This is an optimization exercise on Yosys and OpenROAD, whose aim is small area, not a production implementation.
In this exercise RTL edits were held to simulation tests only and were not proved equivalent to the original.
Power is estimated from default activity; no workload was simulated.

==> run.sh <==
#!/bin/bash
# synth_recipe.tcl (not shown) runs the flow's synth.tcl, then flattens the netlist and writes it again
# the make line also repeats each setting of config.mk as NAME=value (left out here)
make -C /OpenROAD-flow-scripts/flow DESIGN_CONFIG=/design/flow/config.mk WORK_HOME=/design/flow/orfs CLKGATE_MAP_FILE= SYNTH_SCRIPT=/design/flow/synth_recipe.tcl finish
==> config.mk <==
export PLATFORM = sky130hd
export DESIGN_NAME = rs_top
export DESIGN_NICKNAME = rs_top
export VERILOG_FILES = /design/flow/design.v
export SDC_FILE = /design/flow/constraint.sdc
export NUM_CORES = 4
export LEC_CHECK = 0
export CAP_MARGIN = 20
export CORE_MARGIN = 2
export CORE_UTILIZATION = 30
export SLEW_MARGIN = 20
==> constraint.sdc <==
create_clock -name core_clock -period 5.5 [get_ports {clk}]
set_input_delay 1.1000 -clock core_clock [delete_from_list [all_inputs] [get_ports {clk}]]
set_output_delay 1.1000 -clock core_clock [all_outputs]
set_load 0.01 [all_outputs]
==> design.v <==
`timescale 1ns/100ps
package rs_pkg;
	localparam logic [3:0] TAG_NONE = 4'd0;
	localparam int NUM_CDB      = 6;    
	localparam int ADD_TAG_BASE = 7;
	localparam int MUL_TAG_BASE = 10;
endpackage
`timescale 1ns/100ps
module cdb_snoop #(
	parameter int NUM_CDB = rs_pkg::NUM_CDB
) (
	input  logic [3:0]            tag,
	input  logic [NUM_CDB-1:0]    cdb_eff,
	input  logic [NUM_CDB*4-1:0]  cdb_tag,
	output logic [NUM_CDB-1:0]    match
);
	always_comb begin
		for (int i = 0; i < NUM_CDB; i++) begin
			match[i] = cdb_eff[i] && (cdb_tag[i*4 +: 4] == tag);
		end
	end
endmodule
`timescale 1ns/100ps
module rs_station #(
	parameter int NUM_CDB = rs_pkg::NUM_CDB
) (
	input  logic                  clk,
	input  logic                  arst_n,
	input  logic                  select,
	input  logic                  own_hit,
	input  logic [2:0]            issue_op,
	input  logic [31:0]           issue_vj,
	input  logic [31:0]           issue_vk,
	input  logic [3:0]            issue_qj,
	input  logic [3:0]            issue_qk,
	input  logic                  issue_qj_none,
	input  logic                  issue_qk_none,
	input  logic [NUM_CDB-1:0]    cdb_eff,
	input  logic [NUM_CDB*4-1:0]  cdb_tag,
	input  logic [NUM_CDB*32-1:0] cdb_value,
	output logic                  dispatch_start,
	output logic [2:0]            dispatch_op,
	output logic [31:0]           dispatch_vj,
	output logic [31:0]           dispatch_vk,
	output logic                  busy
);
	logic        busy_r;
	logic        wj_r;
	logic        wk_r;
	logic        ex_r;
	logic [2:0]  op_r;
	logic [31:0] vj_r;
	logic [31:0] vk_r;
	logic [3:0]  qj_r;
	logic [3:0]  qk_r;
	logic              idle;
	logic [3:0]        tj;
	logic [3:0]        tk;
	logic [NUM_CDB-1:0] mj;
	logic [NUM_CDB-1:0] mk;
	logic              hj;
	logic              hk;
	logic              ready;
	logic              lj;
	logic              lk;
	logic              sj_iss;
	logic              sk_iss;
	logic              sj_hold;
	logic              sk_hold;
	logic [31:0]       vj_next;
	logic [31:0]       vk_next;
	assign idle = !busy_r;
	assign tj = idle ? issue_qj : qj_r;
	assign tk = idle ? issue_qk : qk_r;
	cdb_snoop #(.NUM_CDB(NUM_CDB)) snoop_j_i (
		.tag     (tj),
		.cdb_eff (cdb_eff),
		.cdb_tag (cdb_tag),
		.match   (mj)
	);
	cdb_snoop #(.NUM_CDB(NUM_CDB)) snoop_k_i (
		.tag     (tk),
		.cdb_eff (cdb_eff),
		.cdb_tag (cdb_tag),
		.match   (mk)
	);
	assign hj = |mj;
	assign hk = |mk;
	assign ready = busy_r && !wj_r && !wk_r && !ex_r;
	assign lj = idle || wj_r;
	assign lk = idle || wk_r;
	assign sj_iss  = idle && issue_qj_none;
	assign sk_iss  = idle && issue_qk_none;
	assign sj_hold = !lj;
	assign sk_hold = !lk;
	always_comb begin
		vj_next = (issue_vj & {32{sj_iss}}) | (vj_r & {32{sj_hold}});
		vk_next = (issue_vk & {32{sk_iss}}) | (vk_r & {32{sk_hold}});
		for (int i = 0; i < NUM_CDB; i++) begin
			vj_next = vj_next | (cdb_value[i*32 +: 32] & {32{mj[i] && lj}});
			vk_next = vk_next | (cdb_value[i*32 +: 32] & {32{mk[i] && lk}});
		end
	end
	always_ff @(posedge clk or negedge arst_n) begin
		if (!arst_n) begin
			busy_r <= 1'b0;
		end else begin
			busy_r <= idle ? select : !(ex_r && own_hit);
		end
	end
	always_ff @(posedge clk) begin
		wj_r <= idle ? !(issue_qj_none || hj) : (wj_r && !hj);
		wk_r <= idle ? !(issue_qk_none || hk) : (wk_r && !hk);
		ex_r <= busy_r && (ready || (ex_r && !own_hit));
		vj_r <= vj_next;
		vk_r <= vk_next;
		if (idle) begin
			op_r <= issue_op;
			qj_r <= issue_qj;
			qk_r <= issue_qk;
		end
	end
	assign busy           = busy_r;
	assign dispatch_start = ready;
	assign dispatch_op    = op_r;
	assign dispatch_vj    = vj_r;
	assign dispatch_vk    = vk_r;
endmodule
`timescale 1ns/100ps
module rs_free_counter #(
	parameter int NUM_ADD = 3,
	parameter int NUM_MUL = 2
) (
	input  logic [NUM_ADD-1:0]             add_busy,
	input  logic [NUM_MUL-1:0]             mul_busy,
	output logic [$clog2(NUM_ADD+1)-1:0]   add_free,
	output logic [$clog2(NUM_MUL+1)-1:0]   mul_free
);
	always_comb begin
		add_free = '0;
		for (int i = 0; i < NUM_ADD; i++) begin
			add_free = add_free + {{($clog2(NUM_ADD+1)-1){1'b0}}, ~add_busy[i]};
		end
		mul_free = '0;
		for (int i = 0; i < NUM_MUL; i++) begin
			mul_free = mul_free + {{($clog2(NUM_MUL+1)-1){1'b0}}, ~mul_busy[i]};
		end
	end
endmodule
`timescale 1ns/100ps
module rs_top #(
	parameter int NUM_ADD = 3,
	parameter int NUM_MUL = 2
) (
	input  logic                            clk,
	input  logic                            arst_n,
	input  logic                            issue_valid,
	input  logic [3:0]                      issue_target,    
	input  logic [2:0]                      issue_op,
	input  logic [31:0]                     issue_vj,        
	input  logic [31:0]                     issue_vk,
	input  logic [3:0]                      issue_qj,        
	input  logic [3:0]                      issue_qk,
	input  logic [rs_pkg::NUM_CDB-1:0]      cdb_valid,       
	input  logic [rs_pkg::NUM_CDB*4-1:0]    cdb_tag,         
	input  logic [rs_pkg::NUM_CDB*32-1:0]   cdb_value,       
	output logic [NUM_ADD-1:0]              add_start,
	output logic [NUM_ADD*3-1:0]            add_op,
	output logic [NUM_ADD*32-1:0]           add_vj,
	output logic [NUM_ADD*32-1:0]           add_vk,
	output logic [NUM_MUL-1:0]              mul_start,
	output logic [NUM_MUL*3-1:0]            mul_op,
	output logic [NUM_MUL*32-1:0]           mul_vj,
	output logic [NUM_MUL*32-1:0]           mul_vk,
	output logic [NUM_ADD-1:0]              add_busy,
	output logic [NUM_MUL-1:0]              mul_busy,
	output logic [$clog2(NUM_ADD+1)-1:0]    add_free,
	output logic [$clog2(NUM_MUL+1)-1:0]    mul_free
);
	localparam int NUM_CDB = rs_pkg::NUM_CDB;
	logic [NUM_CDB-1:0] cdb_eff;
	logic               issue_qj_none;
	logic               issue_qk_none;
	always_comb begin
		for (int i = 0; i < NUM_CDB; i++) begin
			cdb_eff[i] = cdb_valid[i] && (cdb_tag[i*4 +: 4] != rs_pkg::TAG_NONE);
			for (int j = 0; j < i; j++) begin
				if (cdb_valid[j] && (cdb_tag[j*4 +: 4] == cdb_tag[i*4 +: 4])) begin
					cdb_eff[i] = 1'b0;
				end
			end
		end
	end
	assign issue_qj_none = (issue_qj == rs_pkg::TAG_NONE);
	assign issue_qk_none = (issue_qk == rs_pkg::TAG_NONE);
	function automatic logic carries(logic [3:0] t, logic [NUM_CDB-1:0] v, logic [NUM_CDB*4-1:0] tags);
		carries = 1'b0;
		for (int i = 0; i < NUM_CDB; i++) begin
			if (v[i] && (tags[i*4 +: 4] == t)) begin
				carries = 1'b1;
			end
		end
	endfunction
	for (genvar i = 0; i < NUM_ADD; i++) begin : g_add
		localparam logic [3:0] TAG = 4'(rs_pkg::ADD_TAG_BASE + i);
		rs_station #(
			.NUM_CDB (NUM_CDB)
		) rs_add_i (
			.clk            (clk),
			.arst_n         (arst_n),
			.select         (issue_valid && (issue_target == TAG)),
			.own_hit        (carries(TAG, cdb_valid, cdb_tag)),
			.issue_op       (issue_op),
			.issue_vj       (issue_vj),
			.issue_vk       (issue_vk),
			.issue_qj       (issue_qj),
			.issue_qk       (issue_qk),
			.issue_qj_none  (issue_qj_none),
			.issue_qk_none  (issue_qk_none),
			.cdb_eff        (cdb_eff),
			.cdb_tag        (cdb_tag),
			.cdb_value      (cdb_value),
			.dispatch_start (add_start[i]),
			.dispatch_op    (add_op[i*3 +: 3]),
			.dispatch_vj    (add_vj[i*32 +: 32]),
			.dispatch_vk    (add_vk[i*32 +: 32]),
			.busy           (add_busy[i])
		);
	end
	for (genvar i = 0; i < NUM_MUL; i++) begin : g_mul
		localparam logic [3:0] TAG = 4'(rs_pkg::MUL_TAG_BASE + i);
		rs_station #(
			.NUM_CDB (NUM_CDB)
		) rs_mul_i (
			.clk            (clk),
			.arst_n         (arst_n),
			.select         (issue_valid && (issue_target == TAG)),
			.own_hit        (carries(TAG, cdb_valid, cdb_tag)),
			.issue_op       (issue_op),
			.issue_vj       (issue_vj),
			.issue_vk       (issue_vk),
			.issue_qj       (issue_qj),
			.issue_qk       (issue_qk),
			.issue_qj_none  (issue_qj_none),
			.issue_qk_none  (issue_qk_none),
			.cdb_eff        (cdb_eff),
			.cdb_tag        (cdb_tag),
			.cdb_value      (cdb_value),
			.dispatch_start (mul_start[i]),
			.dispatch_op    (mul_op[i*3 +: 3]),
			.dispatch_vj    (mul_vj[i*32 +: 32]),
			.dispatch_vk    (mul_vk[i*32 +: 32]),
			.busy           (mul_busy[i])
		);
	end
	rs_free_counter #(
		.NUM_ADD (NUM_ADD),
		.NUM_MUL (NUM_MUL)
	) rs_free_counter_i (
		.add_busy (add_busy),
		.mul_busy (mul_busy),
		.add_free (add_free),
		.mul_free (mul_free)
	);
endmodule
==> summary.txt <==
## logic make-up (layout without fill, tap and decap cells)
kind of cell,Yosys count,count (layout),share of synthesized area
buffers and inverters,583,972,0.0899
AND/OR/NAND/NOR,990,990,0.173
AO/OA/AOI/OAI,1402,1402,0.350
multiplexers,40,40,0.0214
flip-flops,395,395,0.275
other,0,33,0
adder cells (fa/ha/maj),2,2,0.00111
XOR/XNOR,300,300,0.0895
## worst paths after layout
check | start | end | slack [ns] | depth (start not counted)
max in group asynchronous | arst_n | g_add[1].rs_add_i.busy_r | 4.59 | 1
hold / removal | g_add[0].rs_add_i.ex_r | g_add[0].rs_add_i.ex_r | 0.50 | 1
hold reg to reg | g_add[0].rs_add_i.ex_r | g_add[0].rs_add_i.ex_r | 0.50 | 1
min in group asynchronous | arst_n | g_mul[0].rs_mul_i.busy_r | 0.70 | 1
setup reg to reg | g_mul[1].rs_mul_i.busy_r | g_mul[1].rs_mul_i.vj_r[25] | 1.38 | 8
setup / recovery | cdb_tag[8] | g_mul[0].rs_mul_i.vj_r[30] | 1.11 | 9
## flip-flops by register name, indices dropped and copies added, names as in the netlist
| signal | count |
|---|---|
| g_add.rs_add_i.vj_r | 96 |
| g_add.rs_add_i.vk_r | 96 |
| g_mul.rs_mul_i.vj_r | 64 |
| g_mul.rs_mul_i.vk_r | 64 |
| g_add.rs_add_i.qj_r | 12 |
| g_add.rs_add_i.qk_r | 12 |
| g_add.rs_add_i.op_r | 9 |
| g_mul.rs_mul_i.qj_r | 8 |
| g_mul.rs_mul_i.qk_r | 8 |
| g_mul.rs_mul_i.op_r | 6 |
| g_add.rs_add_i.busy_r | 3 |
| g_add.rs_add_i.ex_r | 3 |
| g_add.rs_add_i.wj_r | 3 |
| g_add.rs_add_i.wk_r | 3 |
| g_mul.rs_mul_i.busy_r | 2 |
| g_mul.rs_mul_i.ex_r | 2 |
| g_mul.rs_mul_i.wj_r | 2 |
| g_mul.rs_mul_i.wk_r | 2 |
## power by group through the flow
stage               Clock (uW)  Combinational (uW)  Sequential (uW)
detailed placement           0               11400             5950
floorplan                    0                5070             5600
global placement             0               11300             5980
finish                    3700               12000             6070
CTS                       3650               11400             5920
global route              3770               12200             6070
## synthesized netlist by cell type (50+ instances only)
| cell | number |
|---|---|
| a21oi_1 | 124 |
| a221oi_1 | 132 |
| a222oi_1 | 68 |
| a22o_1 | 52 |
| a22oi_1 | 494 |
| a32oi_1 | 83 |
| and3_1 | 63 |
| buf_2 | 175 |
| clkbuf_1 | 288 |
| dfxtp_1 | 375 |
| inv_1 | 50 |
| nand2_1 | 303 |
| nand3_1 | 233 |
| nand4_1 | 127 |
| nor2_1 | 68 |
| o211ai_1 | 88 |
| o21ai_0 | 230 |
| xnor2_1 | 152 |
| xor2_1 | 148 |
## cell type report
cell class                 instances  area, sq um
clock inverter                    23          287
tap                             1276         1600
sequential                       395         8080
multi-input combinational       2734        19000
timing repair buffer             828         8210
antenna                           33         82.6
inverter                          50          188
fill                            9704        57900
clock buffer                      71         1490
## stage by stage
stage | utilization | worst slack, ns | instances | cell area [sq um]
floorplan | - | 2.32 | 3712 | 29400
global placement | 0.383 | 0.740 | 5283 | 37100
detailed placement | 0.383 | 0.671 | 5283 | 37100
CTS | 0.401 | 1.35 | 5377 | 38900
global route | 0.402 | 1.13 | 5389 | 38900
finish | 0.402 | 1.11 | 5410 | 39000
## layer usage
metal,GRT usage,routed length (microns)
met1,0.487,75600
met2,0.567,85100
met3,0.226,39100
met4,0.311,21100
met5,0.0180,423
==> metrics.md <==
| Metric | Value |
|---|---|
| Status | `finished clean` |
| Clk_skew | `0.0744 ns` |
| HPWL Detailed | `142000 microns` |
| Average wire per standard cell | `40.9 microns` |
| Async set or reset register ratio after synthesis | `0.0127` |
| Endpoint class of the critical path | `flop` |
| Area Overhead vs Synth | `32.7%` |
| Most common cell after layout, fill and taps aside | `clkdlybuf4s50_1` |
| DR iter-0 viols | `8588` |
| Worst stage delay on the critical path | `1.09 ns` |
| RSZ-0062 raised after global routing | `false` |
| Sink Count | `395` |
| Post-synth EDFFs | `15` |
| # IOs | `653` |
| Most frequent cells in the layout | `clkdlybuf4s50_1, a22oi_1, dfxtp_1` |
| Pin count of the biggest net entering global routing | `57` |
| Post-Synthesis Cells | `3712` |
| Syn Area/Cell | `7.91 sq um` |
| Total die area | `100000 sq um` |
| First-pass GRT wire length | `297000 microns` |
| VDD IR max | `0.305 mV` |
| Netlist cell types | `73` |
| Hold crit path type | `flop to flop` |
| Min Tclk post-route | `4.39 ns` |
| Sequential area share after synthesis | `0.275` |
| Worst Path Required | `6.06 ns` |
| Worst-margin pin slew | `1.38 ns` |
| Kind of critical path | `input port to flop` |
| Clock tree buffer depth | `3` |
| Vias in the first global route | `36588` |
| Slowest CP cell | `and3b_2` |
| Die Ht | `317 microns` |
| Routed Antenna Nets | `0` |
| Drt drc | `0` |
| DR vias | `39533` |
| Power Dens Cells | `560 nW/um^2` |
| Post-CTS Setup Inserts | `0` |
| Switching Share | `0.486` |
| Total CTS buffers | `52` |
| Routed Wire Length | `221000 microns` |
| Endpoints failing setup | `0` |
| Port Buffers | `652` |
| Sequential share of power | `0.279` |
| Leakage | `0.0133 uW` |
| Period utilization | `0.799` |
| Slew Viols, Final | `0` |
| Max Cap Viol | `0` |
| Yosys top cell area share | `0.256` |
| Register clock-pin slew on the reported worst setup and hold paths | `0.06 ns` |
| Startpoint Class | `input port` |
| Synthesized flop and latch total | `395` |
| Tot Pwr | `21800 uW` |
| Syn_nets | `4018` |
| Fraction of layout cells with a size suffix above 1 | `0.0956` |
| Grt total ovfl | `0` |
| Max-slew headroom | `0.0823` |
| Psw | `10600 uW` |
| Hold Slack | `0.499 ns` |
| GPL Wtd Cong | `1.01` |
| Post-CTS sizing | `0` |
| Core Area | `96900 sq um` |
| Worst-Skew Late Latency | `0.69 ns` |
| GRT Util Overall | `0.417` |
| Combinational share of power | `0.551` |
| Initial antenna violation count | `31` |
| Synth top area cells | `dfxtp_1, a22oi_1, xnor2_1` |
| CTS tree | `yes` |
| Critical path fanouts, max | `31` |
| Int Power | `11200 uW` |
| WP data arrival | `4.95 ns` |
| Max frequency | `228 MHz` |
| Synth Cell Area | `29400 sq um` |
| Post-CTS Hold Buffers | `0` |
| Die W | `317 microns` |
| Pre-antenna DRT Iters | `12` |
| Initial Utilization | `0.303` |
| Fin Setup TNS | `0 ns` |
| Worst path top cell family by delay | `simple AND/OR/NAND/NOR gates` |
| Worst path bufs/invs | `2` |
| Leading area contributor after synthesis | `dfxtp_1` |
| # rows | `114` |
| Synth Flop Type | `dfxtp_1` |
| Final Hold Viols | `0` |
| Root Driver | `clkbuf_16` |
| Yosys warns | `4` |
| Vias/cell | `7.31` |
| H-tree depth | `2` |
| CP Cell Sequence | `clkdlybuf4s50_1 -> buf_4 -> xor2_1 -> nor3_1 -> nand3_1 -> and3b_2 -> and3_1 -> a22oi_1 -> o211ai_1` |
| Clock share of power | `0.170` |
| Layout Nets | `4367` |

==> port drivers added, routing unchanged <==
No port has a modelled driver above. Below, the same layout with a new extraction and two added sets of constraints. Step 1 assumes that a clkbuf_16 drives the clock port and a buf_2 every other input. Step 2 moves the port delays by t, midway between the first and last clock arrival at a register: inputs arrive t later, outputs are due t later. That takes back most of the time a late clock gives input paths. a / b / c = ideal ports / drivers / drivers and shift; a / b = the first two.
shift t [ns]: 0.724
slack for setup (ns): 1.106 / 1.138 / 0.415
cell pins on the clock port's net: 1
After both steps setup and hold are still met in this run. The setup slack of this run moves by +0.032 ns with the drivers and by -0.691 ns with both steps.
